Context: an optimization exercise on an open-source flow, tuned for small area and a short achievable clock period. The choices shown serve that exercise and are no tape-out recipe.
RTL that was checked went through simulation tests only; none was proved equivalent to the original.
Function not checked in runs 1 and 2: the RTL went through the layout flow alone.
Power figures rest on the tool's default switching activity, not on a simulated workload.

### flow/config.mk
export PLATFORM = sky130hd
export DESIGN_NAME = zic_mmr_ctrl
export DESIGN_NICKNAME = zic_mmr_ctrl
export VERILOG_FILES = /design/flow/design.v
export SDC_FILE = /design/flow/constraint.sdc
export NUM_CORES = 4
export LEC_CHECK = 0
export CAP_MARGIN = 20
export CORE_MARGIN = 2
export CORE_UTILIZATION = 60
export PLACE_DENSITY = 0.75
export SETUP_SLACK_MARGIN = 2.6
export SLEW_MARGIN = 20
export SYNTH_HIERARCHICAL = 1
export TNS_END_PERCENT = 0
### flow/constraint.sdc
create_clock -name core_clock -period 4.0 [get_ports {zic_clk}]
set_input_delay 0.8000 -clock core_clock [delete_from_list [all_inputs] [get_ports {zic_clk}]]
set_output_delay 0.8000 -clock core_clock [all_outputs]
set_load 0.01 [all_outputs]
### flow/design.v
`timescale 1ns/100ps
package zic_pkg;
	localparam int ZIC_ADDR_W = 16;
	localparam int ZIC_DATA_W = 32;
	localparam int ZIC_BYTE_W = 8;
	localparam int ZIC_IDX_W  = 6;
	typedef logic [ZIC_ADDR_W-1:0] zic_addr_t;
	typedef logic [ZIC_DATA_W-1:0] zic_data_t;
	typedef logic [ZIC_BYTE_W-1:0] zic_byte_t;
	typedef logic [ZIC_IDX_W-1:0]  zic_irq_idx_t;
	localparam int ZIC_OFS_W      = 2;
	localparam int ZIC_REG_STRIDE = 4;
	typedef logic [ZIC_OFS_W-1:0] zic_reg_sel_e;
	localparam zic_reg_sel_e ZIC_SEL_IP   = 2'd0;
	localparam zic_reg_sel_e ZIC_SEL_IE   = 2'd1;
	localparam zic_reg_sel_e ZIC_SEL_ATTR = 2'd2;
	localparam zic_reg_sel_e ZIC_SEL_CTL  = 2'd3;
	localparam zic_byte_t ZIC_ATTR_VAL = 8'hC0;
	localparam zic_byte_t ZIC_CTL_RST_TOP  = 8'hFF;
	localparam int        ZIC_CTL_RST_STEP = 4;
	function automatic logic [ZIC_BYTE_W-1:0] zic_ctl_reset_value(input logic [31:0] idx);
		logic [31:0] dec;
		dec = ZIC_CTL_RST_STEP * idx;
		zic_ctl_reset_value = ZIC_CTL_RST_TOP - dec[ZIC_BYTE_W-1:0];
	endfunction
endpackage
`timescale 1ns/100ps
module zic_mmr_decode (
	input  logic src_i,
	input  logic src_n_i,
	input  logic wdt_n_i,
	input  logic ctl_ld_i,      
	input  logic ctl_wr_n_i,    
	input  logic ip_set_i,      
	input  logic ip_wr_n_i,     
	input  logic ie_set_i,      
	input  logic ie_wr_n_i,     
	output logic ctl_ld_o,
	output logic ctl_hold_o,
	output logic ip_set_n_o,
	output logic ip_keep_n_o,
	output logic ie_set_n_o,
	output logic ie_keep_n_o
);
	zic_mmr_dec_and2 u_ctl_ld (
		.a_i (src_i),
		.b_i (ctl_ld_i),
		.y_o (ctl_ld_o)
	);
	zic_mmr_dec_o21a u_ctl_hold (
		.a_i (src_n_i),
		.b_i (ctl_wr_n_i),
		.c_i (wdt_n_i),
		.y_o (ctl_hold_o)
	);
	assign ip_set_n_o  = !(src_i && ip_set_i);
	assign ip_keep_n_o = !((src_n_i || ip_wr_n_i) && wdt_n_i);
	assign ie_set_n_o  = !(src_i && ie_set_i);
	assign ie_keep_n_o = !((src_n_i || ie_wr_n_i) && wdt_n_i);
endmodule
module zic_mmr_dec_and2 (
	input  logic a_i,
	input  logic b_i,
	output logic y_o
);
	assign y_o = a_i && b_i;
endmodule
module zic_mmr_dec_o21a (
	input  logic a_i,
	input  logic b_i,
	input  logic c_i,
	output logic y_o
);
	assign y_o = (a_i || b_i) && c_i;
endmodule
module zic_mmr_dec_src (
	input  logic a_i,
	input  logic b_i,
	input  logic c_i,
	output logic src_o
);
	assign src_o = a_i && b_i && c_i;
endmodule
module zic_mmr_dec_blk (
	input  logic [7:0] hi_i,    
	input  logic       en_i,
	output logic       blk_o
);
	logic u, v, w, p, q;
	zic_mmr_dec_nor2 u_u (.a_i (hi_i[7]), .b_i (hi_i[6]), .y_o (u));
	zic_mmr_dec_nor2 u_v (.a_i (hi_i[5]), .b_i (hi_i[3]), .y_o (v));
	zic_mmr_dec_nor2 u_w (.a_i (hi_i[2]), .b_i (hi_i[1]), .y_o (w));
	zic_mmr_dec_nand2 u_p (.a_i (hi_i[4]), .b_i (en_i), .y_o (p));
	zic_mmr_dec_nor2 u_q (.a_i (hi_i[0]), .b_i (p), .y_o (q));
	zic_mmr_dec_and4 u_blk (.a_i (u), .b_i (v), .c_i (w), .d_i (q), .y_o (blk_o));
endmodule
module zic_mmr_dec_nor2 (
	input  logic a_i,
	input  logic b_i,
	output logic y_o
);
	assign y_o = !(a_i || b_i);
endmodule
module zic_mmr_dec_nand2 (
	input  logic a_i,
	input  logic b_i,
	output logic y_o
);
	assign y_o = !(a_i && b_i);
endmodule
module zic_mmr_dec_and4 (
	input  logic a_i,
	input  logic b_i,
	input  logic c_i,
	input  logic d_i,
	output logic y_o
);
	assign y_o = a_i && b_i && c_i && d_i;
endmodule
module zic_mmr_dec_nand3 (
	input  logic a_i,
	input  logic b_i,
	input  logic c_i,
	output logic y_o
);
	assign y_o = !(a_i && b_i && c_i);
endmodule
module zic_mmr_dec_andn (
	input  logic a_i,
	input  logic b_n_i,
	output logic y_o
);
	assign y_o = a_i && !b_n_i;
endmodule
module zic_mmr_dec_type (
	input  logic blk_i,
	input  logic grp_i,
	input  logic sel_ctl_i,
	input  logic sel_ip_i,
	input  logic sel_ie_i,
	input  logic wdt_n_i,
	input  logic dw_i,           
	output logic ctl_wr_ld_o,    
	output logic ctl_wr_n_o,     
	output logic ip_set_o,       
	output logic ip_wr_n_o,      
	output logic ie_set_o,       
	output logic ie_wr_n_o       
);
	zic_mmr_dec_and4  u_ctl_ld (.a_i (blk_i), .b_i (grp_i), .c_i (sel_ctl_i), .d_i (wdt_n_i), .y_o (ctl_wr_ld_o));
	zic_mmr_dec_nand3 u_ctl_wr (.a_i (blk_i), .b_i (grp_i), .c_i (sel_ctl_i), .y_o (ctl_wr_n_o));
	zic_mmr_dec_and4  u_ip_set (.a_i (blk_i), .b_i (grp_i), .c_i (sel_ip_i), .d_i (dw_i), .y_o (ip_set_o));
	zic_mmr_dec_nand3 u_ip_wr  (.a_i (blk_i), .b_i (grp_i), .c_i (sel_ip_i), .y_o (ip_wr_n_o));
	zic_mmr_dec_and4  u_ie_set (.a_i (blk_i), .b_i (grp_i), .c_i (sel_ie_i), .d_i (dw_i), .y_o (ie_set_o));
	zic_mmr_dec_nand3 u_ie_wr  (.a_i (blk_i), .b_i (grp_i), .c_i (sel_ie_i), .y_o (ie_wr_n_o));
endmodule
`timescale 1ns/100ps
module zic_pend_en_bank (
	input  logic zic_clk,
	input  logic zic_rst,
	input  logic set_n_i,
	input  logic keep_n_i,
	input  logic vld_i,
	input  logic vld_n_i,
	input  logic hw_i,
	output logic q_o
);
	always_ff @(posedge zic_clk or negedge zic_rst)
	begin
		if (!zic_rst)
			q_o <= 1'b0;
		else
			q_o <= !set_n_i || (!keep_n_i && ((vld_i && hw_i) || (vld_n_i && q_o)));
	end
endmodule
`timescale 1ns/100ps
module zic_level_bank #(
	parameter logic RST_VAL = 1'b1
)
(
	input  logic zic_clk,
	input  logic zic_rst,
	input  logic ld_i,
	input  logic hold_i,
	input  logic d_i,
	output logic q_o
);
	always_ff @(posedge zic_clk or negedge zic_rst)
	begin
		if (!zic_rst)
			q_o <= RST_VAL;
		else
			q_o <= (ld_i & d_i) | (hold_i & q_o);
	end
endmodule
`timescale 1ns/100ps
module zic_mmr_readback #(
	parameter int NUM_IRQ = 48
)
(
	input  logic [NUM_IRQ-1:0] sel_i,
	input  logic [NUM_IRQ-1:0] d_i,
	input  logic               blk_n_i,
	output logic               q_o
);
	localparam int NP = NUM_IRQ / 2;    
	localparam int NQ = NP / 4;         
	logic [NP-1:0] pair_n;
	logic [NQ-1:0] quad;
	logic [NQ/2-1:0] half_n;
	for (genvar g = 0; g < NP; g++)
	begin : g_pair
		zic_mmr_rb_aoi22 u_p (
			.s_i   (sel_i[2*g +: 2]),
			.d_i   (d_i[2*g +: 2]),
			.y_n_o (pair_n[g])
		);
	end
	for (genvar k = 0; k < NQ; k++)
	begin : g_n4
		zic_mmr_rb_nand4 u_n4 (
			.a_i (pair_n[4*k +: 4]),
			.y_o (quad[k])
		);
	end
	for (genvar k = 0; k < NQ / 2; k++)
	begin : g_n2
		zic_mmr_rb_nor2 u_n2 (
			.a_i (quad[2*k +: 2]),
			.y_o (half_n[k])
		);
	end
	zic_mmr_rb_aoi31 u_out (
		.a_i     (half_n),
		.blk_n_i (blk_n_i),
		.y_o     (q_o)
	);
endmodule
module zic_mmr_rb_aoi22 (
	input  logic [1:0] s_i,
	input  logic [1:0] d_i,
	output logic       y_n_o
);
	assign y_n_o = !(|(s_i & d_i));
endmodule
module zic_mmr_rb_nand4 (
	input  logic [3:0] a_i,
	output logic       y_o
);
	assign y_o = !(&a_i);
endmodule
module zic_mmr_rb_nor2 (
	input  logic [1:0] a_i,
	output logic       y_o
);
	assign y_o = !(|a_i);
endmodule
module zic_mmr_rb_aoi31 (
	input  logic [2:0] a_i,
	input  logic       blk_n_i,
	output logic       y_o
);
	assign y_o = !((&a_i) || blk_n_i);
endmodule
`timescale 1ns/100ps
module zic_mmr_ctrl #(
	parameter int                 NUM_IRQ  = 48,
	parameter zic_pkg::zic_addr_t MMR_BASE = 16'h1000
)
(
	input  logic                zic_clk,
	input  logic                zic_rst,
	input  logic                wdt_reset_i,
	input  zic_pkg::zic_addr_t  zic_mmr_write_addr_i,
	input  zic_pkg::zic_data_t  zic_mmr_write_data_i,
	input  logic                zic_mmr_write_en_i,
	input  zic_pkg::zic_addr_t  zic_mmr_read_addr_i,
	input  logic                zic_mmr_read_en_i,
	input  logic [NUM_IRQ-1:0]  zic_int_pending_i,
	input  logic                zic_int_pending_valid_i,
	input  logic [NUM_IRQ-1:0]  zic_int_enable_i,
	input  logic                zic_int_enable_valid_i,
	output logic [NUM_IRQ-1:0]  zic_int_en_o,
	output zic_pkg::zic_data_t  zic_mmr_read_data_o,
	output logic                zic_mmr_read_valid_o
);
	localparam int BW = zic_pkg::ZIC_BYTE_W;
	logic [15:0] wa, ra;
	assign wa = zic_mmr_write_addr_i;
	assign ra = zic_mmr_read_addr_i;
	logic wr_blk, rd_blk;
	zic_mmr_dec_blk u_wr_blk (
		.hi_i  (wa[15:8]),
		.en_i  (zic_mmr_write_en_i),
		.blk_o (wr_blk)
	);
	zic_mmr_dec_blk u_rd_blk (
		.hi_i  (ra[15:8]),
		.en_i  (zic_mmr_read_en_i),
		.blk_o (rd_blk)
	);
	logic [3:0] wg1, wg2, rg1, rg2;
	logic [2:0] wg3, rg3;
	for (genvar i = 0; i < 4; i++)
	begin : g_pre
		assign wg1[i] = (wa[3:2] == i);
		assign wg2[i] = (wa[5:4] == i);
		assign rg1[i] = (ra[3:2] == i);
		assign rg2[i] = (ra[5:4] == i);
		if (i < 3)
		begin : g_top
			assign wg3[i] = (wa[7:6] == i);
			assign rg3[i] = (ra[7:6] == i);
		end
	end
	logic [15:0] wsrc, wsrc_n;
	for (genvar j = 0; j < 16; j++)
	begin : g_wsrc
		zic_mmr_dec_and2 u_wsrc (
			.a_i (wg1[j % 4]),
			.b_i (wg2[j / 4]),
			.y_o (wsrc[j])
		);
		zic_mmr_dec_nand2 u_wsrc_n (
			.a_i (wg1[j % 4]),
			.b_i (wg2[j / 4]),
			.y_o (wsrc_n[j])
		);
	end
	logic wdt_n;
	assign wdt_n = !wdt_reset_i;
	logic ip_vld_n, ie_vld_n;
	assign ip_vld_n = !zic_int_pending_valid_i;
	assign ie_vld_n = !zic_int_enable_valid_i;
	logic sel_ctl, sel_ip, sel_ie, dw;
	zic_mmr_dec_and2 u_sel_ctl (.a_i (wa[1]), .b_i (wa[0]), .y_o (sel_ctl));
	zic_mmr_dec_nor2 u_sel_ip  (.a_i (wa[1]), .b_i (wa[0]), .y_o (sel_ip));
	zic_mmr_dec_andn u_sel_ie  (.a_i (wa[0]), .b_n_i (wa[1]), .y_o (sel_ie));
	zic_mmr_dec_andn u_dw      (.a_i (zic_mmr_write_data_i[0]), .b_n_i (wdt_reset_i), .y_o (dw));
	logic [2:0] ctl_wr_ld, ctl_wr_n, ip_wr_n, ip_set, ie_wr_n, ie_set;
	for (genvar k = 0; k < 3; k++)
	begin : g_type
		zic_mmr_dec_type u_type (
			.blk_i       (wr_blk),
			.grp_i       (wg3[k]),
			.sel_ctl_i   (sel_ctl),
			.sel_ip_i    (sel_ip),
			.sel_ie_i    (sel_ie),
			.wdt_n_i     (wdt_n),
			.dw_i        (dw),
			.ctl_wr_ld_o (ctl_wr_ld[k]),
			.ctl_wr_n_o  (ctl_wr_n[k]),
			.ip_set_o    (ip_set[k]),
			.ip_wr_n_o   (ip_wr_n[k]),
			.ie_set_o    (ie_set[k]),
			.ie_wr_n_o   (ie_wr_n[k])
		);
	end
	logic [NUM_IRQ-1:0]    ip_q, ie_q, rd_src;
	logic [NUM_IRQ*BW-1:0] ctl_q;
	for (genvar s = 0; s < NUM_IRQ; s++)
	begin : g_src
		localparam logic [BW-1:0] RST_VAL = zic_pkg::zic_ctl_reset_value(s);
		logic ctl_ld, ctl_hold, ip_set_n, ip_keep_n, ie_set_n, ie_keep_n;
		zic_mmr_dec_src u_rsrc (
			.a_i   (rg1[s % 4]),
			.b_i   (rg2[(s / 4) % 4]),
			.c_i   (rg3[s / 16]),
			.src_o (rd_src[s])
		);
		zic_mmr_decode u_dec (
			.src_i       (wsrc[s % 16]),
			.src_n_i     (wsrc_n[s % 16]),
			.wdt_n_i     (wdt_n),
			.ctl_ld_i    (ctl_wr_ld[s / 16]),
			.ctl_wr_n_i  (ctl_wr_n[s / 16]),
			.ip_set_i    (ip_set[s / 16]),
			.ip_wr_n_i   (ip_wr_n[s / 16]),
			.ie_set_i    (ie_set[s / 16]),
			.ie_wr_n_i   (ie_wr_n[s / 16]),
			.ctl_ld_o    (ctl_ld),
			.ctl_hold_o  (ctl_hold),
			.ip_set_n_o  (ip_set_n),
			.ip_keep_n_o (ip_keep_n),
			.ie_set_n_o  (ie_set_n),
			.ie_keep_n_o (ie_keep_n)
		);
		for (genvar b = 0; b < BW; b++)
		begin : g_ctl
			zic_level_bank #(
				.RST_VAL (RST_VAL[b])
			) u_bit (
				.zic_clk (zic_clk),
				.zic_rst (zic_rst),
				.ld_i    (ctl_ld),
				.hold_i  (ctl_hold),
				.d_i     (zic_mmr_write_data_i[b]),
				.q_o     (ctl_q[s*BW + b])
			);
		end
		zic_pend_en_bank u_ip (
			.zic_clk  (zic_clk),
			.zic_rst  (zic_rst),
			.set_n_i  (ip_set_n),
			.keep_n_i (ip_keep_n),
			.vld_i    (zic_int_pending_valid_i),
			.vld_n_i  (ip_vld_n),
			.hw_i     (zic_int_pending_i[s]),
			.q_o      (ip_q[s])
		);
		zic_pend_en_bank u_ie (
			.zic_clk  (zic_clk),
			.zic_rst  (zic_rst),
			.set_n_i  (ie_set_n),
			.keep_n_i (ie_keep_n),
			.vld_i    (zic_int_enable_valid_i),
			.vld_n_i  (ie_vld_n),
			.hw_i     (zic_int_enable_i[s]),
			.q_o      (ie_q[s])
		);
	end
	assign zic_int_en_o = ie_q;
	logic [BW+1:0] rd_bit;
	logic          rd_hit;
	assign rd_hit = rd_blk && !(ra[7] && ra[6]);
	for (genvar b = 0; b < BW + 2; b++)
	begin : g_rd
		logic [NUM_IRQ-1:0] col;
		for (genvar s = 0; s < NUM_IRQ; s++)
		begin : g_col
			if (b < BW)
				assign col[s] = ctl_q[s*BW + b];
			else if (b == BW)
				assign col[s] = ie_q[s];
			else
				assign col[s] = ip_q[s];
		end
		zic_mmr_readback #(
			.NUM_IRQ (NUM_IRQ)
		) u_rd (
			.sel_i   (rd_src),
			.d_i     (col),
			.blk_n_i (!rd_blk),
			.q_o     (rd_bit[b])
		);
	end
	logic          valid_q;
	logic          hit_q;
	logic [BW+1:0] rd_q;
	always_ff @(posedge zic_clk or negedge zic_rst)
	begin
		if (!zic_rst)
			valid_q <= 1'b0;
		else
			valid_q <= zic_mmr_read_en_i;
	end
	always_ff @(posedge zic_clk)
	begin
		hit_q <= rd_hit;
		rd_q  <= rd_bit;
	end
	assign zic_mmr_read_valid_o = valid_q;
	assign zic_mmr_read_data_o  = {rd_q[BW-1:0], {2{hit_q}}, 6'd0, 7'd0, rd_q[BW], 7'd0, rd_q[BW+1]};
endmodule
### flow/flow/run.sh
#!/bin/bash
# Standard ORFS layout (the standard.sh) with:
#  - small plain buffers on the ports instead of the delay cell that
#    buffer_ports picks by default;
#  - clock tree built from clkbuf_16 sink clusters, without dummy loads;
#  - combinational cells reset to drive strength 1 after floorplan
#    (downsize.tcl), so that timing repair sizes up only what it needs;
#  - buf_1 port buffers on the slack-rich hardware load vector inputs
#    (post_gp.tcl);
#  - one more worst-path setup repair after global routing (post_grt.tcl).
set -e
export BUFFER_PORTS_ARGS="-buffer_cell sky130_fd_sc_hd__buf_2"
export CTS_ARGS="-sink_clustering_enable -repair_clock_nets -dont_use_dummy_load -buf_list sky130_fd_sc_hd__clkbuf_16 -sink_clustering_size 25 -sink_clustering_max_diameter 80"
export POST_FLOORPLAN_TCL="$PWD/flow/downsize.tcl"
export POST_GLOBAL_PLACE_TCL="$PWD/flow/post_gp.tcl"
export POST_GLOBAL_ROUTE_TCL="$PWD/flow/post_grt.tcl"
bash standard.sh > standard.log 2>&1
### flow/flow/downsize.tcl
# Start every combinational cell from synthesis at its smallest drive
# strength; the timing repair later in the flow sizes up what paths need.
# Registers, tie cells and tap cells are left as they are.
set n 0
foreach inst [[ord::get_db_block] getInsts] {
  set m [[$inst getMaster] getName]
  if {![regexp {^sky130_fd_sc_hd__(\w+?)_(\d+)$} $m -> fn sz]} { continue }
  if {[regexp {^(df|sdf|edf|sedf|dl|conb|tap|fill|decap|clk)} $fn]} { continue }
  if {$sz eq "0" || $sz eq "1"} { continue }
  set target sky130_fd_sc_hd__${fn}_1
  if {[llength [get_lib_cells -quiet $target]] == 0} { continue }
  replace_cell [$inst getName] $target
  incr n
}
puts "downsize: $n cells set to drive strength 1"
### flow/flow/post_gp.tcl
# The hardware load vectors (zic_int_pending_i, zic_int_enable_i) feed one
# mux input each and have several ns of slack: give their port buffers
# the smallest plain buffer instead of buf_2.
set n 0
foreach bt [[ord::get_db_block] getBTerms] {
  if {![string match "zic_int_pending_i*" [$bt getName]] && ![string match "zic_int_enable_i*" [$bt getName]]} { continue }
  set net [$bt getNet]
  if {$net eq "NULL"} { continue }
  foreach it [$net getITerms] {
    set inst [$it getInst]
    if {[[$inst getMaster] getName] eq "sky130_fd_sc_hd__buf_2"} {
      replace_cell [$inst getName] sky130_fd_sc_hd__buf_1
      incr n
    }
  }
}
puts "post_gp: $n port buffers set to buf_1"
### flow/flow/post_grt.tcl
# After global routing: one more setup repair, on the worst path only,
# with global-route parasitics, then re-legalise and re-route the nets
# it touched (as global_route.tcl does after its own repairs).
estimate_parasitics -global_routing
repair_timing -setup -setup_margin 3.0 -repair_tns 0 -max_passes 50 -verbose
global_route -start_incremental
detailed_placement
global_route -end_incremental
estimate_parasitics -global_routing
### flow/standard.sh
#!/bin/bash
# synth_recipe.tcl (not shown) runs the flow's synth.tcl, then flattens the netlist and writes it again
# the make line also repeats each setting of config.mk as NAME=value (left out here)
make -C /OpenROAD-flow-scripts/flow DESIGN_CONFIG=/design/flow/config.mk WORK_HOME=/design/flow/orfs CLKGATE_MAP_FILE= SYNTH_SCRIPT=/design/flow/synth_recipe.tcl "${@:-finish}"
==> results_dict.tcl, run 1 <==
set metrics [dict create \
    status "complete, no violations" \
    power_switching_w 0.00219 \
    fin_nets 2307 \
    synth.area.mux_share 0 \
    port_buffers 201 \
    grt_pass1_wl_um 120000 \
    drt_iter0_drc 3073 \
    synth_top_family_by_area "compound AO/OA/AOI/OAI gates" \
    finalCriticalPeriod_ns 2.06 \
    p_int_w 0.00634 \
    layout_commonest_cell "a22o_1" \
    track_usage 0.392 \
    die_w_um 201 \
    fin_worst_skew_ns 0.0423 \
    utilization 0.653 \
    cts_tree "built" \
    dieArea_mm2 0.0402 \
    clockPowerShare 0.314 \
    cts_resized 131 \
    power_density_mw_per_mm2 341 \
    cts_buffers 25 \
    layout_common_cells "a22o_1, a22oi_1, dfstp_2" \
    reg2reg_depth 5 \
    p_leak_nw 9.90 \
    root_buffer "clkbuf_16" \
    cts.hold.buffers_added 0 \
    synth_area_per_cell_um2 12.5 \
    ant_nets 0 \
    viasPerCell 7.42 \
    synth-warning-count 10 \
    max_slew_margin 0.254 \
    grt_max_degree 133 \
    peakVddDrop_uv 300 \
    fmax_mhz 485 \
    first_pass_iters 8 \
    top_usage_layer "met2" \
    worstMarginPinSlew_ns 1.12 \
    hp-class "in -> async" \
    cp-end-kind "flip-flop" \
    finalCritPeriodShare 0.516 \
    yosysUniqueCellTypes 23 \
    gr-total-overflow 0 \
    post_drt_wl_per_cell_um 30.8 \
    met3_usage 0.121 \
    postSynthCellCount 1860 \
    grtUsageMet2 0.576 \
    clock_path_buffers 3 \
    core-area_mm2 0.0384 \
    critical_path_class "in -> reg" \
    synth_compound_area_frac 0.366 \
    post_cts_buffers 4 \
    slew_violations 0 \
    drt_wl_total_um 81900 \
    critPathLaunchType "input pin" \
    layout-drive-gt1-share 0.272 \
    rows 72 \
    ys_seq_elements 492 \
    dpl_cell_area_mm2 0.0238 \
    initial_core_util 0.604 \
    grtUsageMet1 0.529 \
    clock_latency_ns 0.58 \
    setup-violations-final 0 \
    synth-adder-area-share 0 \
    hpwl_um 54100 \
    vias 19700 \
    arrival_ns 2.48 \
    hold_viol 0 \
    drv_cap 0 \
    drc_errors 0 \
    combPwrFrac 0.091 \
    swShare 0.257 \
    syn_area_mm2 0.0232 \
    grt_pass1_vias 18700 \
    clock_sinks 492 \
    antenna_found_initial 2 \
    tns_ns 0 \
    pwr-share-seq 0.595 \
    cts-htree-levels 1 \
    crit_fanout 13 \
    boundaryPins 248 \
    synthSimpleGateAreaFrac 0.0841 \
    final_cell_area_mm2 0.0251 \
    clk_pin_slew_ns 0.10 \
    die-height_um 201 \
    worst_ep_required_time_ns 4.42 \
    syn_to_final_growth_pct 8.03 \
    synth-seq-area-share 0.542 \
    synthXorXnorAreaFrac 0 \
]
cell usage after synthesis, drive strengths merged:
cell | instances | area (um^2)
o21a | 48 | 360
buf | 22 | 165
inv | 4 | 15.0
a22oi | 336 | 3720
nand4 | 60 | 375
nand3 | 9 | 45.0
and4 | 11 | 96.3
and3 | 48 | 300
and2 | 69 | 432
o21ai | 192 | 961
dfstp | 256 | 6730
dfrtp | 225 | 5630
and2b | 1 | 8.76
conb | 1 | 3.75
nor2b | 13 | 96.4
a22o | 384 | 3360
nor2 | 45 | 169
nand2 | 114 | 428
dfxtp | 11 | 220
a31oi | 10 | 62.6
a21boi | 1 | 7.51
final cells by class:
class,instances,area [um^2]
fillers,3020,13300
flip-flops and latches,492,12600
multi-input cells,1368,9840
repair buffers,249,1340
well taps,518,648
clock buffers,25,626
inverters,4,18.8
diodes,2,5.00
flip-flops by register name (all words and copies together), names as in the netlist:
name	cells
g_src.u_ie.q_o	48
g_src.g_ctl.u_bit.q_o	384
hit_q	1
valid_q	1
rd_q	10
g_src.u_ip.q_o	48
worst paths after layout:
kind,from,endpoint,slack [ns]
max,zic_mmr_read_addr_i[2],rd_q[3],1.94
min,zic_rst,g_src[26].g_ctl[3].u_bit.q_o,0.18
max reg2reg,g_src[44].u_ie.q_o,rd_q[8],2.45
min reg2reg,g_src[21].g_ctl[6].u_bit.q_o,g_src[21].g_ctl[6].u_bit.q_o,0.50
max in group asynchronous,zic_rst,g_src[5].u_ie.q_o,2.70
min in group core_clock,zic_mmr_read_en_i,valid_q,0.40
Yosys stat by module, one instance, submodules excluded, excerpt:
module / cells inside / area, um^2 / flip-flops and latches
zic_mmr_dec_and2: 1 / 6.26 / 0
zic_mmr_rb_nand4: 1 / 6.26 / 0
zic_mmr_rb_nor2: 1 / 3.75 / 0
zic_mmr_rb_aoi22: 1 / 12.5 / 0
zic_mmr_dec_o21a: 1 / 7.51 / 0
zic_pend_en_bank: 3 / 37.5 / 1
worst max-delay path, stage by stage:
cell	delay (ns)
buf_2	0.17
nor2_1	0.06
buf_4	0.22
and3_4	0.26
a22oi_1	0.30
nand4_1	0.29
nor2_4	0.23
a31oi_1	0.14
stage by stage:
step                      instances  hold slack, ns  worst slack [ns]  power (W)
after floorplan                1879           0.482             0.849    0.00544
after global placement         2618           0.479             0.936    0.00587
after detailed placement       2618           0.480             0.848    0.00587
after CTS                      2647           0.188              2.01    0.00851
final                          2658           0.184              1.94    0.00853
cells by family after synthesis:
logic type             Yosys count
buffers and inverters           26
and+or+nand+nor                370
other                            1
DFF                            492
AOI/OAI and AO/OA              971
routing by layer:
metal / wire length, um / share of wire / vias to the layer above
met4: 5360 / 0.065 / 2
met5: 43 / 0.00053 / -
met2: 35300 / 0.43 / 1513
met3: 10600 / 0.13 / 282
met1: 30600 / 0.37 / 9840
li1: - / - / 8078
power groups by stage:
| stage | Sequential [W] | Combinational [W] | Clock [W] |
|---|---|---|---|
| floorplan | 0.00517 | 0.000273 | 0 |
| global placement | 0.00516 | 0.000709 | 0 |
| detailed placement | 0.00516 | 0.000709 | 0 |
| CTS | 0.00507 | 0.000727 | 0.00271 |
| finish | 0.00508 | 0.000776 | 0.00268 |
==> run 2: changes to the inputs <==
--- a/flow/design.v
+++ b/flow/design.v
@@ -26,11 +26,10 @@
 endpackage
 `timescale 1ns/100ps
 module zic_mmr_decode (
-	input  logic src_i,
-	input  logic src_n_i,
-	input  logic wdt_n_i,
+	input  logic src_i,         
+	input  logic src_n_i,       
 	input  logic ctl_ld_i,      
-	input  logic ctl_wr_n_i,    
+	input  logic ctl_wr_i,      
 	input  logic ip_set_i,      
 	input  logic ip_wr_n_i,     
 	input  logic ie_set_i,      
@@ -42,21 +41,12 @@
 	output logic ie_set_n_o,
 	output logic ie_keep_n_o
 );
-	zic_mmr_dec_and2 u_ctl_ld (
-		.a_i (src_i),
-		.b_i (ctl_ld_i),
-		.y_o (ctl_ld_o)
-	);
-	zic_mmr_dec_o21a u_ctl_hold (
-		.a_i (src_n_i),
-		.b_i (ctl_wr_n_i),
-		.c_i (wdt_n_i),
-		.y_o (ctl_hold_o)
-	);
-	assign ip_set_n_o  = !(src_i && ip_set_i);
-	assign ip_keep_n_o = !((src_n_i || ip_wr_n_i) && wdt_n_i);
-	assign ie_set_n_o  = !(src_i && ie_set_i);
-	assign ie_keep_n_o = !((src_n_i || ie_wr_n_i) && wdt_n_i);
+	zic_mmr_dec_and2  u_ctl_ld   (.a_i (src_i),   .b_i (ctl_ld_i),  .y_o (ctl_ld_o));
+	zic_mmr_dec_nand2 u_ctl_hold (.a_i (src_i),   .b_i (ctl_wr_i),  .y_o (ctl_hold_o));
+	zic_mmr_dec_nand2 u_ip_set   (.a_i (src_i),   .b_i (ip_set_i),  .y_o (ip_set_n_o));
+	zic_mmr_dec_nor2  u_ip_keep  (.a_i (src_n_i), .b_i (ip_wr_n_i), .y_o (ip_keep_n_o));
+	zic_mmr_dec_nand2 u_ie_set   (.a_i (src_i),   .b_i (ie_set_i),  .y_o (ie_set_n_o));
+	zic_mmr_dec_nor2  u_ie_keep  (.a_i (src_n_i), .b_i (ie_wr_n_i), .y_o (ie_keep_n_o));
 endmodule
 module zic_mmr_dec_and2 (
 	input  logic a_i,
@@ -65,14 +55,6 @@
 );
 	assign y_o = a_i && b_i;
 endmodule
-module zic_mmr_dec_o21a (
-	input  logic a_i,
-	input  logic b_i,
-	input  logic c_i,
-	output logic y_o
-);
-	assign y_o = (a_i || b_i) && c_i;
-endmodule
 module zic_mmr_dec_src (
 	input  logic a_i,
 	input  logic b_i,
@@ -138,21 +120,56 @@
 	input  logic sel_ctl_i,
 	input  logic sel_ip_i,
 	input  logic sel_ie_i,
+	input  logic wdt_i,
 	input  logic wdt_n_i,
 	input  logic dw_i,           
 	output logic ctl_wr_ld_o,    
-	output logic ctl_wr_n_o,     
+	output logic ctl_wr_o,       
 	output logic ip_set_o,       
 	output logic ip_wr_n_o,      
 	output logic ie_set_o,       
 	output logic ie_wr_n_o       
 );
 	zic_mmr_dec_and4  u_ctl_ld (.a_i (blk_i), .b_i (grp_i), .c_i (sel_ctl_i), .d_i (wdt_n_i), .y_o (ctl_wr_ld_o));
-	zic_mmr_dec_nand3 u_ctl_wr (.a_i (blk_i), .b_i (grp_i), .c_i (sel_ctl_i), .y_o (ctl_wr_n_o));
+	zic_mmr_dec_a31o  u_ctl_wr (.a_i (blk_i), .b_i (grp_i), .c_i (sel_ctl_i), .d_i (wdt_i), .y_o (ctl_wr_o));
 	zic_mmr_dec_and4  u_ip_set (.a_i (blk_i), .b_i (grp_i), .c_i (sel_ip_i), .d_i (dw_i), .y_o (ip_set_o));
-	zic_mmr_dec_nand3 u_ip_wr  (.a_i (blk_i), .b_i (grp_i), .c_i (sel_ip_i), .y_o (ip_wr_n_o));
+	zic_mmr_dec_a31oi u_ip_wr  (.a_i (blk_i), .b_i (grp_i), .c_i (sel_ip_i), .d_i (wdt_i), .y_o (ip_wr_n_o));
 	zic_mmr_dec_and4  u_ie_set (.a_i (blk_i), .b_i (grp_i), .c_i (sel_ie_i), .d_i (dw_i), .y_o (ie_set_o));
-	zic_mmr_dec_nand3 u_ie_wr  (.a_i (blk_i), .b_i (grp_i), .c_i (sel_ie_i), .y_o (ie_wr_n_o));
+	zic_mmr_dec_a31oi u_ie_wr  (.a_i (blk_i), .b_i (grp_i), .c_i (sel_ie_i), .d_i (wdt_i), .y_o (ie_wr_n_o));
+endmodule
+module zic_mmr_dec_a31o (
+	input  logic a_i,
+	input  logic b_i,
+	input  logic c_i,
+	input  logic d_i,
+	output logic y_o
+);
+	assign y_o = (a_i && b_i && c_i) || d_i;
+endmodule
+module zic_mmr_dec_a31oi (
+	input  logic a_i,
+	input  logic b_i,
+	input  logic c_i,
+	input  logic d_i,
+	output logic y_o
+);
+	assign y_o = !((a_i && b_i && c_i) || d_i);
+endmodule
+module zic_mmr_dec_a21o (
+	input  logic a_i,
+	input  logic b_i,
+	input  logic c_i,
+	output logic y_o
+);
+	assign y_o = (a_i && b_i) || c_i;
+endmodule
+module zic_mmr_dec_a21oi (
+	input  logic a_i,
+	input  logic b_i,
+	input  logic c_i,
+	output logic y_o
+);
+	assign y_o = !((a_i && b_i) || c_i);
 endmodule
 `timescale 1ns/100ps
 module zic_pend_en_bank (
@@ -161,7 +178,6 @@
 	input  logic set_n_i,
 	input  logic keep_n_i,
 	input  logic vld_i,
-	input  logic vld_n_i,
 	input  logic hw_i,
 	output logic q_o
 );
@@ -170,7 +186,7 @@
 		if (!zic_rst)
 			q_o <= 1'b0;
 		else
-			q_o <= !set_n_i || (!keep_n_i && ((vld_i && hw_i) || (vld_n_i && q_o)));
+			q_o <= !set_n_i || (!keep_n_i && (vld_i ? hw_i : q_o));
 	end
 endmodule
 `timescale 1ns/100ps
@@ -316,28 +332,27 @@
 	logic [15:0] wsrc, wsrc_n;
 	for (genvar j = 0; j < 16; j++)
 	begin : g_wsrc
-		zic_mmr_dec_and2 u_wsrc (
+		zic_mmr_dec_a21o u_wsrc (
 			.a_i (wg1[j % 4]),
 			.b_i (wg2[j / 4]),
+			.c_i (wdt_reset_i),
 			.y_o (wsrc[j])
 		);
-		zic_mmr_dec_nand2 u_wsrc_n (
+		zic_mmr_dec_a21oi u_wsrc_n (
 			.a_i (wg1[j % 4]),
 			.b_i (wg2[j / 4]),
+			.c_i (wdt_reset_i),
 			.y_o (wsrc_n[j])
 		);
 	end
 	logic wdt_n;
 	assign wdt_n = !wdt_reset_i;
-	logic ip_vld_n, ie_vld_n;
-	assign ip_vld_n = !zic_int_pending_valid_i;
-	assign ie_vld_n = !zic_int_enable_valid_i;
 	logic sel_ctl, sel_ip, sel_ie, dw;
 	zic_mmr_dec_and2 u_sel_ctl (.a_i (wa[1]), .b_i (wa[0]), .y_o (sel_ctl));
 	zic_mmr_dec_nor2 u_sel_ip  (.a_i (wa[1]), .b_i (wa[0]), .y_o (sel_ip));
 	zic_mmr_dec_andn u_sel_ie  (.a_i (wa[0]), .b_n_i (wa[1]), .y_o (sel_ie));
 	zic_mmr_dec_andn u_dw      (.a_i (zic_mmr_write_data_i[0]), .b_n_i (wdt_reset_i), .y_o (dw));
-	logic [2:0] ctl_wr_ld, ctl_wr_n, ip_wr_n, ip_set, ie_wr_n, ie_set;
+	logic [2:0] ctl_wr_ld, ctl_wr, ip_wr_n, ip_set, ie_wr_n, ie_set;
 	for (genvar k = 0; k < 3; k++)
 	begin : g_type
 		zic_mmr_dec_type u_type (
@@ -346,10 +361,11 @@
 			.sel_ctl_i   (sel_ctl),
 			.sel_ip_i    (sel_ip),
 			.sel_ie_i    (sel_ie),
+			.wdt_i       (wdt_reset_i),
 			.wdt_n_i     (wdt_n),
 			.dw_i        (dw),
 			.ctl_wr_ld_o (ctl_wr_ld[k]),
-			.ctl_wr_n_o  (ctl_wr_n[k]),
+			.ctl_wr_o    (ctl_wr[k]),
 			.ip_set_o    (ip_set[k]),
 			.ip_wr_n_o   (ip_wr_n[k]),
 			.ie_set_o    (ie_set[k]),
@@ -371,9 +387,8 @@
 		zic_mmr_decode u_dec (
 			.src_i       (wsrc[s % 16]),
 			.src_n_i     (wsrc_n[s % 16]),
-			.wdt_n_i     (wdt_n),
 			.ctl_ld_i    (ctl_wr_ld[s / 16]),
-			.ctl_wr_n_i  (ctl_wr_n[s / 16]),
+			.ctl_wr_i    (ctl_wr[s / 16]),
 			.ip_set_i    (ip_set[s / 16]),
 			.ip_wr_n_i   (ip_wr_n[s / 16]),
 			.ie_set_i    (ie_set[s / 16]),
@@ -404,7 +419,6 @@
 			.set_n_i  (ip_set_n),
 			.keep_n_i (ip_keep_n),
 			.vld_i    (zic_int_pending_valid_i),
-			.vld_n_i  (ip_vld_n),
 			.hw_i     (zic_int_pending_i[s]),
 			.q_o      (ip_q[s])
 		);
@@ -414,7 +428,6 @@
 			.set_n_i  (ie_set_n),
 			.keep_n_i (ie_keep_n),
 			.vld_i    (zic_int_enable_valid_i),
-			.vld_n_i  (ie_vld_n),
 			.hw_i     (zic_int_enable_i[s]),
 			.q_o      (ie_q[s])
 		);
==> results_dict.tcl, run 2 <==
set metrics [dict create \
    synth_top_area_share 0.289 \
    antenna_found_initial 0 \
    fmax_mhz 497 \
    syn_to_final_growth_pct 9.07 \
    p_int_w 0.00649 \
    clock_path_buffers 3 \
    die-height_um 201 \
    reg2reg_depth 5 \
    clock_sinks 492 \
    cpPeakStageDelay_ns 0.32 \
    drt_iter0_drc 2634 \
    crit_fanout 14 \
    grt_max_degree 102 \
    clk_pin_slew_ns 0.10 \
    syn_area_mm2 0.0232 \
    drv_cap 0 \
    swShare 0.265 \
    first_pass_iters 7 \
    hpwl_um 53100 \
    hp-class "in -> async" \
    p_leak_nw 10.5 \
    highest_layer "met4" \
    clock_latency_ns 0.58 \
    combPwrFrac 0.108 \
    worstMarginPinSlew_ns 1.20 \
    fin_nets 2310 \
    diodes 0 \
    power_density_mw_per_mm2 349 \
    crit_path_top_delay_cell "nor2_4" \
    cts_buffers 26 \
    postSynthCellCount 1858 \
    drc_errors 0 \
    ys_seq_elements 492 \
    ys_top_cells_by_count "a22o_1, dfstp_2, a22oi_2" \
    core-area_mm2 0.0385 \
    arrival_ns 2.43 \
    wl_met2_um 33200 \
    hold_viol 0 \
    synth_enable_flop_cells 0 \
    track_usage 0.383 \
    viasPerCell 7.16 \
    grt_pass1_wl_um 117000 \
    synth_ff_type "dfstp_2" \
    synthArstFlopShare 0.978 \
    setup-violations-final 0 \
    cp-end-kind "flip-flop" \
    fin_worst_skew_ns 0.0395 \
    yosysTopAreaCell "dfstp_2" \
    finalCriticalPeriod_ns 2.01 \
    synth-seq-area-share 0.541 \
    worst_ep_required_time_ns 4.42 \
    regMostFlops "g_src.g_ctl.u_bit.q_o" \
    met1_length_um 30600 \
    rows 72 \
    port_buffers 201 \
    hold_ws_ns 0.292 \
    vias 19100 \
    boundaryPins 248 \
    largest_reg_flops 384 \
    pwr-share-seq 0.584 \
    ant_nets 0 \
    crit_family "simple AND/OR/NAND/NOR gates" \
    max_slew_margin 0.200 \
    post_drt_wl_per_cell_um 29.5 \
    peakVddDrop_uv 304 \
    cts_tree "built" \
    reg2reg_to "rd_q[8]" \
    post_cts_buffers 9 \
    critPathLaunchType "input pin" \
    layout_common_cells "a22o_1, dfstp_2, dfrtp_1" \
    cts_resized 161 \
    layout-drive-gt1-share 0.289 \
    r2r_slack_ns 2.38 \
    path_buf_inv 2 \
    dieArea_mm2 0.0403 \
    synthTopCellsByArea "dfstp_2, dfrtp_1, a22o_1, a22oi_2, mux2i_1" \
    finalCritPeriodShare 0.503 \
    status "complete, no violations" \
    power_switching_w 0.00235 \
    critical_path_class "in -> reg" \
    synth_area_per_cell_um2 12.5 \
    wl_met3_um 10100 \
    path_cells "buf_2 > nor2b_1 > buf_4 > and3_4 > a22oi_2 > nand4_1 > nor2_4 > a31oi_4" \
    drt_wl_total_um 78500 \
    clockPowerShare 0.308 \
    cts-htree-levels 1 \
    slew_violations 0 \
    die_w_um 201 \
    synth-warning-count 10 \
    yosysUniqueCellTypes 24 \
    grt_pass1_vias 18500 \
    r2r-start "g_src[0].u_ie.q_o" \
    initial_core_util 0.604 \
    reg_top3 "g_src.g_ctl.u_bit.q_o x384, g_src.u_ie.q_o x48, g_src.u_ip.q_o x48" \
    root_buffer "clkbuf_16" \
    tns_ns 0 \
    yosysMostFrequentCell "a22o_1" \
    gr-total-overflow 0 \
    cts.hold.buffers_added 0 \
    layout_commonest_cell "a22o_1" \
]
## run 2: cell count changes in the layout (fill, tap and decap cells not counted), sizes merged, moves of 3 or more
cell	change
mux2i	+96
buf	+4
and2	-16
a31o	+3
a22oi	-96
nand3	-9
o21a	-48
o21ai	-96
a31oi	+6
a21o	+16
nand2	+32
a21oi	+16
nor2	+96
## run 2: how the worst max path moves through the flow
stage | startpoint | to | slack [ns] | cells past startpoint
finish | zic_mmr_read_addr_i[4] | rd_q[2] | 1.99 | 8
CTS | g_src[20].u_ie.q_o | zic_int_en_o[20] | 2.02 | 1
detailed placement | zic_mmr_write_addr_i[9] | g_src[39].g_ctl[7].u_bit.q_o | 0.88 | 6
global placement | zic_mmr_write_addr_i[12] | g_src[39].g_ctl[3].u_bit.q_o | 0.88 | 7
floorplan | zic_mmr_write_addr_i[12] | g_src[16].g_ctl[6].u_bit.q_o | 2.00 | 6
## run 2: layer usage
layer | track usage | vias up
met2 | 0.549 | 1448
met5 | 0 | -
li1 | - | 7874
met1 | 0.550 | 9481
met3 | 0.0901 | 248
met4 | 0.190 | 0
## run 2: per-module statistics from Yosys, one instance, submodules excluded, excerpt
| module | cells | times used | flops+latches | area [um^2] |
|---|---|---|---|---|
| zic_mmr_ctrl | 60 | 1 | 12 | 554 |
| zic_mmr_dec_andn | 1 | 2 | 0 | 13.8 |
| zic_mmr_dec_a31o | 1 | 3 | 0 | 8.76 |
| zic_mmr_dec_a21oi | 1 | 16 | 0 | 8.76 |
| zic_mmr_dec_a21o | 1 | 16 | 0 | 7.51 |
| zic_mmr_dec_nor2 | 1 | 105 | 0 | 3.75 |
## run 2: power by group through the flow
stage / clock network, W / logic [W] / registers, W
2_1_floorplan: 0 / 0.000344 / 0.00525
3_3_place_gp: 0 / 0.000862 / 0.00524
3_5_place_dp: 0 / 0.000866 / 0.00524
4_1_cts: 0.00274 / 0.000906 / 0.00515
6_report: 0.00272 / 0.000958 / 0.00516
## run 2: kinds of logic (layout without fill, tap and decap cells)
family | count (synthesis) | after routing | synth area share
other cells | 1 | 20 | 0.000161
compound gates | 772 | 772 | 0.312
simple gates | 473 | 480 | 0.0984
mux | 96 | 96 | 0.0413
buf+inv | 24 | 281 | 0.00743
flops | 492 | 492 | 0.541
## run 2: layout make-up
type / instances / area (um^2)
Sequential cell: 492 / 12600
Timing Repair Buffer: 253 / 1400
Inverter: 2 / 7.51
Fill cell: 2990 / 13100
Multi-Input combinational cell: 1368 / 10100
Tap cell: 518 / 648
Clock buffer: 26 / 651
## run 2: through the flow
stage	cell area, um^2	worst slack [ns]	total power (W)	instances	util
final	25300	1.99	0.00884	2659	0.659
after detailed placement	23800	0.877	0.00611	2612	0.618
after global placement	23900	0.884	0.00610	2612	0.621
after floorplan	23500	2.00	0.00559	1877	-
after CTS	24900	2.02	0.00880	2647	0.648
==> run 3: changes to the inputs <==
--- a/flow/design.v
+++ b/flow/design.v
@@ -178,6 +178,7 @@
 	input  logic set_n_i,
 	input  logic keep_n_i,
 	input  logic vld_i,
+	input  logic vld_n_i,
 	input  logic hw_i,
 	output logic q_o
 );
@@ -186,7 +187,7 @@
 		if (!zic_rst)
 			q_o <= 1'b0;
 		else
-			q_o <= !set_n_i || (!keep_n_i && (vld_i ? hw_i : q_o));
+			q_o <= !set_n_i || (!keep_n_i && ((vld_i && hw_i) || (vld_n_i && q_o)));
 	end
 endmodule
 `timescale 1ns/100ps
@@ -347,6 +348,9 @@
 	end
 	logic wdt_n;
 	assign wdt_n = !wdt_reset_i;
+	logic ip_vld_n, ie_vld_n;
+	assign ip_vld_n = !zic_int_pending_valid_i;
+	assign ie_vld_n = !zic_int_enable_valid_i;
 	logic sel_ctl, sel_ip, sel_ie, dw;
 	zic_mmr_dec_and2 u_sel_ctl (.a_i (wa[1]), .b_i (wa[0]), .y_o (sel_ctl));
 	zic_mmr_dec_nor2 u_sel_ip  (.a_i (wa[1]), .b_i (wa[0]), .y_o (sel_ip));
@@ -419,6 +423,7 @@
 			.set_n_i  (ip_set_n),
 			.keep_n_i (ip_keep_n),
 			.vld_i    (zic_int_pending_valid_i),
+			.vld_n_i  (ip_vld_n),
 			.hw_i     (zic_int_pending_i[s]),
 			.q_o      (ip_q[s])
 		);
@@ -428,6 +433,7 @@
 			.set_n_i  (ie_set_n),
 			.keep_n_i (ie_keep_n),
 			.vld_i    (zic_int_enable_valid_i),
+			.vld_n_i  (ie_vld_n),
 			.hw_i     (zic_int_enable_i[s]),
 			.q_o      (ie_q[s])
 		);
==> results_dict.tcl, run 3 <==
set metrics [dict create \
    ant_nets 0 \
    die-height_um 200 \
    fmax_mhz 496 \
    synth_enable_flop_cells 0 \
    cts.hold.buffers_added 0 \
    finalCriticalPeriod_ns 2.02 \
    post_cts_buffers 10 \
    ys_top_cells_by_count "a22o_1, dfstp_2, a22oi_2" \
    holdPathEnd "valid_q" \
    die_w_um 200 \
    reg2reg_to "rd_q[8]" \
    synth-warning-count 10 \
    whs_path_depth 1 \
    r2r_slack_ns 2.45 \
    drt_iter0_drc 2818 \
    ys_seq_elements 492 \
    synth_area_per_cell_um2 12.4 \
    grt_pass1_wl_um 118000 \
    regMostFlops "g_src.g_ctl.u_bit.q_o" \
    first_pass_iters 6 \
    dieArea_mm2 0.0399 \
    antenna_found_initial 0 \
    synthTopCellsByArea "dfstp_2, dfrtp_1, a22o_1, a22oi_2, a22oi_1" \
    fin_worst_skew_ns 0.0323 \
    cts-htree-levels 1 \
    multi_input_area_mm2 0.00964 \
    yosysMostFrequentCell "a22o_1" \
    boundaryPins 248 \
    hold_viol 0 \
    hpwl_um 53300 \
    syn_to_final_growth_pct 8.25 \
    finalCritPeriodShare 0.504 \
    drv_cap 0 \
    worst_ep_required_time_ns 4.44 \
    reg2reg_depth 5 \
    vias 19500 \
    clock_path_buffers 3 \
    port_buffers 201 \
    largest_reg_flops 384 \
    clock_latency_ns 0.57 \
    syn_area_mm2 0.0230 \
    root_buffer "clkbuf_16" \
    arrival_ns 2.45 \
    critical_path_class "in -> reg" \
    synth_ff_type "dfstp_2" \
    cts_tree "built" \
    layout-drive-gt1-share 0.278 \
    r2r-start "g_src[0].u_ie.q_o" \
    hp-start "zic_mmr_read_en_i" \
    worstMarginPinSlew_ns 1.30 \
    yosysUniqueCellTypes 24 \
    seq_area_mm2 0.0126 \
    initial_core_util 0.609 \
    clock_sinks 492 \
    cts_buffers 24 \
    track_usage 0.397 \
    layout_common_cells "a22o_1, a22oi_1, dfstp_2" \
    synth_top_area_share 0.292 \
    grt_max_degree 115 \
    yosysTopAreaCell "dfstp_2" \
    max_slew_margin 0.133 \
    power_density_mw_per_mm2 349 \
    slew_violations 0 \
    core-area_mm2 0.0378 \
    setup-violations-final 0 \
    viasPerCell 7.34 \
    reg_top3 "g_src.g_ctl.u_bit.q_o x384, g_src.u_ie.q_o x48, g_src.u_ip.q_o x48" \
    p_total_w 0.00868 \
    clk_pin_slew_ns 0.10 \
    critPathLaunchType "input pin" \
    tns_ns 0 \
    gr-total-overflow 0 \
    p_leak_nw 10.1 \
    postSynthCellCount 1860 \
    utilization 0.660 \
    layout_commonest_cell "a22o_1" \
    drt_wl_total_um 79200 \
    cts_resized 125 \
    status "complete, no violations" \
    crit_fanout 13 \
    hp-class "in -> reg" \
    grt_pass1_vias 18700 \
    synth-seq-area-share 0.547 \
    drc_errors 0 \
    post_drt_wl_per_cell_um 29.9 \
    synthArstFlopShare 0.978 \
    cp-end-kind "flip-flop" \
    peakVddDrop_uv 358 \
    fill_cells 2944 \
    fin_nets 2310 \
    rows 71 \
]
[run 3: changes by cell type after synthesis]
cell     delta
inv_1       +2
mux2i_1    -96
a22oi_1    +96
[run 3: cells by family after synthesis]
| logic type | after synthesis | share of synthesized area |
|---|---|---|
| AO/OA/AOI/OAI | 868 | 0.346 |
| buffers and inverters | 26 | 0.00783 |
| AND/OR/NAND/NOR | 473 | 0.0994 |
| flip-flops | 492 | 0.547 |
| other | 1 | 0.000163 |
[run 3: power breakdown]
part | internal, W | leakage [nW] | switching (W)
clock network | 0.00107 | 0.296 | 0.00154
registers | 0.00506 | 5.76 | 0.0000719
logic | 0.000234 | 4.08 | 0.000697
total | 0.00637 | 10.1 | 0.00231
[run 3: layout make-up]
type | count | share of cell area
sequential | 492 | 0.505
multi-input combinational | 1364 | 0.387
timing repair buffer | 257 | 0.0570
tap | 511 | 0.0257
clock buffer | 24 | 0.0241
inverter | 4 | 0.000603
antenna | 1 | 0.000100
[run 3: how the worst max path moves through the flow]
stage	from	to	slack (ns)
2_1_floorplan	zic_mmr_write_addr_i[12]	g_src[16].g_ctl[6].u_bit.q_o	2.00
3_3_place_gp	zic_mmr_write_addr_i[12]	g_src[29].g_ctl[5].u_bit.q_o	0.85
3_5_place_dp	zic_mmr_write_addr_i[11]	g_src[24].g_ctl[6].u_bit.q_o	0.84
4_1_cts	g_src[42].u_ie.q_o	zic_int_en_o[42]	2.02
6_report	zic_mmr_read_addr_i[5]	rd_q[5]	1.98
[run 3: stage by stage]
stage          cells  worst slack, ns  area, um^2  hold slack, ns
6_report        2653             1.98       24900           0.361
4_1_cts         2644             2.02       24500           0.354
3_5_place_dp    2610            0.837       23500           0.480
3_3_place_gp    2610            0.854       23700           0.479
2_1_floorplan   1879             2.00       23300           0.482
[run 3: worst max-delay path: stages]
cell and delay, ns:
buf_2 0.13, nor2b_1 0.13, buf_4 0.19, and3_4 0.20, buf_4 0.17, a22oi_2 0.18
nand4_1 0.26, nor2_4 0.25, a31oi_2 0.13
[run 3: per-module statistics from Yosys (local to each module, per instance), excerpt]
module / cell area [um^2] / times used
zic_mmr_ctrl: 562 / 1
zic_mmr_dec_a21o: 7.51 / 16
zic_mmr_dec_a21oi: 8.76 / 16
zic_mmr_dec_a31o: 8.76 / 3
zic_mmr_dec_and2: 6.26 / 49
zic_mmr_dec_and4: 8.76 / 11
zic_mmr_dec_nor2: 3.75 / 105
[run 3: layer usage]
layer | track usage | part of all wire | up-vias
met4 | 0.199 | 0.058 | 0
met3 | 0.111 | 0.13 | 269
li1 | - | - | 7979
met5 | 0.00988 | 0 | -
met2 | 0.576 | 0.43 | 1522
met1 | 0.550 | 0.38 | 9715

static timing again, ports no longer ideal:
Ports are ideal in the flow. The routed layouts listed here were re-timed in OpenROAD. Step 1, drivers: a clkbuf_16 drives zic_clk and a buf_2 each remaining input, both assumed. Step 2 times the ports against the registers' clock, not the clock port: input delays grow and output delays shrink by t, the midpoint of the rising clock arrivals with the driver on. Three values: ideal, step 1, step 2; two values: the first two.
| run | t (ns) | setup slack, ns | hold slack, ns | clock arrival spread, ns |
|---|---|---|---|---|
| run 1 | 0.613 | 1.938 / 1.925 / 1.312 | 0.184 / 0.180 / 0.501 | 0.044 / 0.044 |
| run 2 | 0.619 | 1.989 / 1.957 / 1.382 | 0.292 / 0.287 / 0.502 | 0.040 / 0.040 |
| run 3 | 0.618 | 1.984 / 1.938 / 1.404 | 0.361 / 0.333 / 0.504 | 0.035 / 0.034 |
After both steps every run listed still meets setup and hold. The setup slack of run 1, which loses most, moves by -0.013 ns with the drivers and by -0.626 ns with both steps.
